Source: an optimization exercise on an open RTL-to-GDS flow (aim: small area, a short achievable clock period and few clock cycles). Production flows keep margins and buffers that such runs may drop. Power is estimated from default activity; no workload was simulated.

// link_framer_top
module link_framer_top (
  input  logic       aclk,
  input  logic       aresetn,
  input  logic       in_tvalid,
  output logic       in_tready,
  input  logic [7:0] in_tdata,
  input  logic       in_tlast,
  output logic       out_tvalid,
  input  logic       out_tready,
  output logic [7:0] out_tdata,
  output logic       out_tlast
);
clock: 4.5 ns
lec_check: 0
abc_area: 1
cap_margin: 20
core_area: 3 3 61 61
cts_buf_list: sky130_fd_sc_hd__clkbuf_1
die_area: 0 0 64 64
setup_slack_margin: 2.0
slew_margin: 20
synth_hierarchical: 1
synth_minimum_keep_size: 0
standard.sh (not shown) runs the stock make flow with config.mk's settings and CLKGATE_MAP_FILE= SYNTH_SCRIPT=/design/flow/synth_recipe.tcl, a recipe that flattens the netlist after the stock synthesis.
==> flow/flow/run.sh <==
#!/bin/bash
# The standard layout (the standard.sh) with extra ORFS settings:
# BUFFER_PORTS_ARGS="-buffer_cell sky130_fd_sc_hd__buf_1"
# make's full output goes to standard.log; each ORFS step keeps its own log under orfs/logs.
set -euo pipefail
bash standard.sh BUFFER_PORTS_ARGS="-buffer_cell sky130_fd_sc_hd__buf_1" finish > standard.log 2>&1
The first run passed the timing, DRC and antenna checks.
Next try:
ABC_AREA = not set   (was 1)
- setup slack is worse by 17 ps
- power falls slightly
- non-clock buffer count goes up by 3
- cell count goes down by a quarter to a third
- design area came out lower by about a fifth
- core utilization goes down by 3.6 points
- routed wire length came out lower by roughly a tenth
Next try:
ABC_AREA = 1   (was not set)
SETUP_SLACK_MARGIN = 1.8   (was 2.0)
=> The new run passed the timing, DRC and antenna checks. Flip-flop and latch count stays the same. Worst setup slack loses 61 ps. Design area climbs by 22%.
Function was not checked in any run of this note: the RTL went through the layout flow alone.


delta:
Another version of the RTL of link_framer_top (not shown whole).
Size in the first run: about 27 cells after synthesis, about 2 flip-flops, ~24 I/O pins, roughly 200 um2 of cells after synthesis.
==> flow/config.mk <==
export PLATFORM = sky130hd
export DESIGN_NAME = link_framer_top
export DESIGN_NICKNAME = link_framer_top
export VERILOG_FILES = /design/flow/design.v
export SDC_FILE = /design/flow/constraint.sdc
export NUM_CORES = 4
export LEC_CHECK = 0
export CAP_MARGIN = 20
export CORE_AREA = 3 3 61 61
export CTS_BUF_LIST = sky130_fd_sc_hd__clkbuf_1
export DIE_AREA = 0 0 64 64
export SETUP_SLACK_MARGIN = 1.9
export SLEW_MARGIN = 20
==> flow/constraint.sdc <==
create_clock -name core_clock -period 4.5 [get_ports {aclk}]
set_input_delay 0.9000 -clock core_clock [delete_from_list [all_inputs] [get_ports {aclk}]]
set_output_delay 0.9000 -clock core_clock [all_outputs]
set_load 0.01 [all_outputs]
Scripts as last shown in full above: flow/flow/run.sh
> inputs changed (delta -> indigo)
# delta
export LEC_CHECK = 0
export CAP_MARGIN = 20
export CORE_AREA = 3 3 61 61
export CTS_BUF_LIST = sky130_fd_sc_hd__clkbuf_1
export DIE_AREA = 0 0 64 64
export SETUP_SLACK_MARGIN = 1.9
export SLEW_MARGIN = 20
create_clock -name core_clock -period 4.5 [get_ports {aclk}]
# indigo
export LEC_CHECK = 0
export CAP_MARGIN = 20
export CORE_AREA = 3 3 61 61
export CTS_BUF_LIST = sky130_fd_sc_hd__clkbuf_1
export DIE_AREA = 0 0 64 64
export SETUP_SLACK_MARGIN = 2.0
export SLEW_MARGIN = 20
create_clock -name core_clock -period 4.5 [get_ports {aclk}]
==> flow/run.sh (new file) <==
#!/bin/bash
# synth_recipe.tcl (not shown) runs the flow's synth.tcl, then flattens the netlist and writes it again
# the make line also repeats each setting of config.mk as NAME=value (left out here)
make -C /OpenROAD-flow-scripts/flow DESIGN_CONFIG=/design/flow/config.mk WORK_HOME=/design/flow/orfs CLKGATE_MAP_FILE= SYNTH_SCRIPT=/design/flow/synth_recipe.tcl finish
removed: flow/flow/run.sh
removed: flow/standard.sh
==> summary.txt <==
- indigo against delta: hold slack increased by 110 ps relative to the old numbers, count of final hold-check violations shows no meaningful change, maximum frequency essentially unchanged.
- indigo consumes more power than delta does.
- When the final numbers for delta and indigo were put side by side, the cell count turned out to be greater in delta.
Input changes introduced in nickel (baseline for comparison: indigo):
# indigo
export LEC_CHECK = 0
export CAP_MARGIN = 20
export CORE_AREA = 3 3 61 61
export CTS_BUF_LIST = sky130_fd_sc_hd__clkbuf_1
export DIE_AREA = 0 0 64 64
export SETUP_SLACK_MARGIN = 2.0
export SLEW_MARGIN = 20
create_clock -name core_clock -period 4.5 [get_ports {aclk}]
# nickel
export LEC_CHECK = 0
export CAP_MARGIN = 20
export CORE_AREA = 3 3 61 61
export CTS_BUF_LIST = sky130_fd_sc_hd__clkbuf_1
export DIE_AREA = 0 0 64 64
export SETUP_SLACK_MARGIN = 2.05
export SLEW_MARGIN = 20
create_clock -name core_clock -period 4.5 [get_ports {aclk}]
==> flow/flow/run.sh (new file) <==
#!/bin/bash
# The standard layout (the standard.sh) with extra ORFS settings:
# BUFFER_PORTS_ARGS="-buffer_cell sky130_fd_sc_hd__buf_1"
# make's full output goes to standard.log; each ORFS step keeps its own log under orfs/logs.
set -euo pipefail
bash standard.sh BUFFER_PORTS_ARGS="-buffer_cell sky130_fd_sc_hd__buf_1" finish > standard.log 2>&1
==> flow/standard.sh (new file) <==
#!/bin/bash
# synth_recipe.tcl (not shown) runs the flow's synth.tcl, then flattens the netlist and writes it again
# the make line also repeats each setting of config.mk as NAME=value (left out here)
make -C /OpenROAD-flow-scripts/flow DESIGN_CONFIG=/design/flow/config.mk WORK_HOME=/design/flow/orfs CLKGATE_MAP_FILE= SYNTH_SCRIPT=/design/flow/synth_recipe.tcl "${@:-finish}"
removed: flow/run.sh
--- outcome ---
- Compared with indigo, nickel shows half-perimeter wire length of the detailed placement result lower by 47 um.
- Cmp nickel and indigo / critical path depth / lower: indigo
- Run comparison: nickel capturing element of the worst setup path out_tdata[6]; indigo capturing element of the worst setup path in_tready
- The register share of total power number comes out lower for indigo vs nickel.
- Of nickel and indigo, indigo shows the higher worst hold slack, with nickel below it.
- Against indigo, nickel reports a area after detailed placement that is lower.
- When nickel is set beside indigo, its total number of nets in the final design turns out to be about 6% larger.
- Compared with indigo, total wire length in nickel increased by a few percent.
- Between nickel and indigo, clock network power share is higher for nickel, indigo comes in under that.
The following lists how cedar was set up differently from nickel:
# nickel
export LEC_CHECK = 0
export CAP_MARGIN = 20
export CORE_AREA = 3 3 61 61
export CTS_BUF_LIST = sky130_fd_sc_hd__clkbuf_1
export DIE_AREA = 0 0 64 64
export SETUP_SLACK_MARGIN = 2.05
export SLEW_MARGIN = 20
create_clock -name core_clock -period 4.5 [get_ports {aclk}]
# cedar
export LEC_CHECK = 0
export CAP_MARGIN = 20
export CORE_AREA = 3 3 61 61
export CTS_BUF_LIST = sky130_fd_sc_hd__clkbuf_1
export DIE_AREA = 0 0 64 64
export SLEW_MARGIN = 20
create_clock -name core_clock -period 4.5 [get_ports {aclk}]
Findings:
Register share of total power, nickel and cedar: lower on nickel
Relative to nickel, combinational power decreased by about 30% in cedar.
Between nickel and cedar, the flow reports total power of the final layout decreasing by more than 10%.
Re net count of the mapped netlist: no difference whatsoever between nickel and cedar.
Relative to nickel, number of violations reported at the end of detailed-routing iteration 0 increased by 7 in cedar.
Cell area | cedar vs nickel | cedar smaller
Taking nickel as the reference, in cedar met1 global-route usage barely changed; relative slew slack went up 8.8 points.
Setup slack in cedar is smaller than in nickel.
Function was not checked in any run of this note: the RTL went through the layout flow alone.

separate check: timing with driven ports:
No port has a modelled driver above. Below, the same layouts with a new extraction and two added sets of constraints. Step 1 (the two cells are an assumption about what drives the block):
set clk [get_ports {aclk}]
set_driving_cell -lib_cell sky130_fd_sc_hd__clkbuf_16 $clk
set_driving_cell -lib_cell sky130_fd_sc_hd__buf_2 [delete_from_list [all_inputs] $clk]
Step 2, shift: input delay + t, output delay - t, t = (earliest + latest rising clock arrival at the registers) / 2. This alone moves slack from input paths to output paths. Three values: no drivers, after step 1, after step 2; two values: the first two.
run | t (ns) | slack for setup (ns) | hold WS [ns] | worst setup path at the end
the first run of note 1 | 0.224 | 2.101 / 2.078 / 2.078 | 0.459 / 0.469 / 0.678 | input to output
the second run of note 1 | 0.215 | 2.084 / 2.060 / 2.060 | 0.458 / 0.470 / 0.579 | input to output
the third run of note 1 | 0.224 | 2.022 / 1.998 / 1.998 | 0.459 / 0.469 / 0.678 | input to output
delta | 0.214 | 1.794 / 1.769 / 1.769 | 0.475 / 0.504 / 0.564 | input to output
indigo | 0.220 | 1.794 / 1.762 / 1.762 | 0.581 / 0.581 / 0.581 | input to output
nickel | 0.221 | 1.754 / 1.732 / 1.732 | 0.475 / 0.492 / 0.575 | input to output
cedar | 0.214 | 1.749 / 1.724 / 1.724 | 0.475 / 0.504 / 0.564 | input to output
After both steps every run listed still meets setup and hold. The setup slack of indigo, which loses most, moves by -0.032 ns with the drivers and by -0.032 ns with both steps.
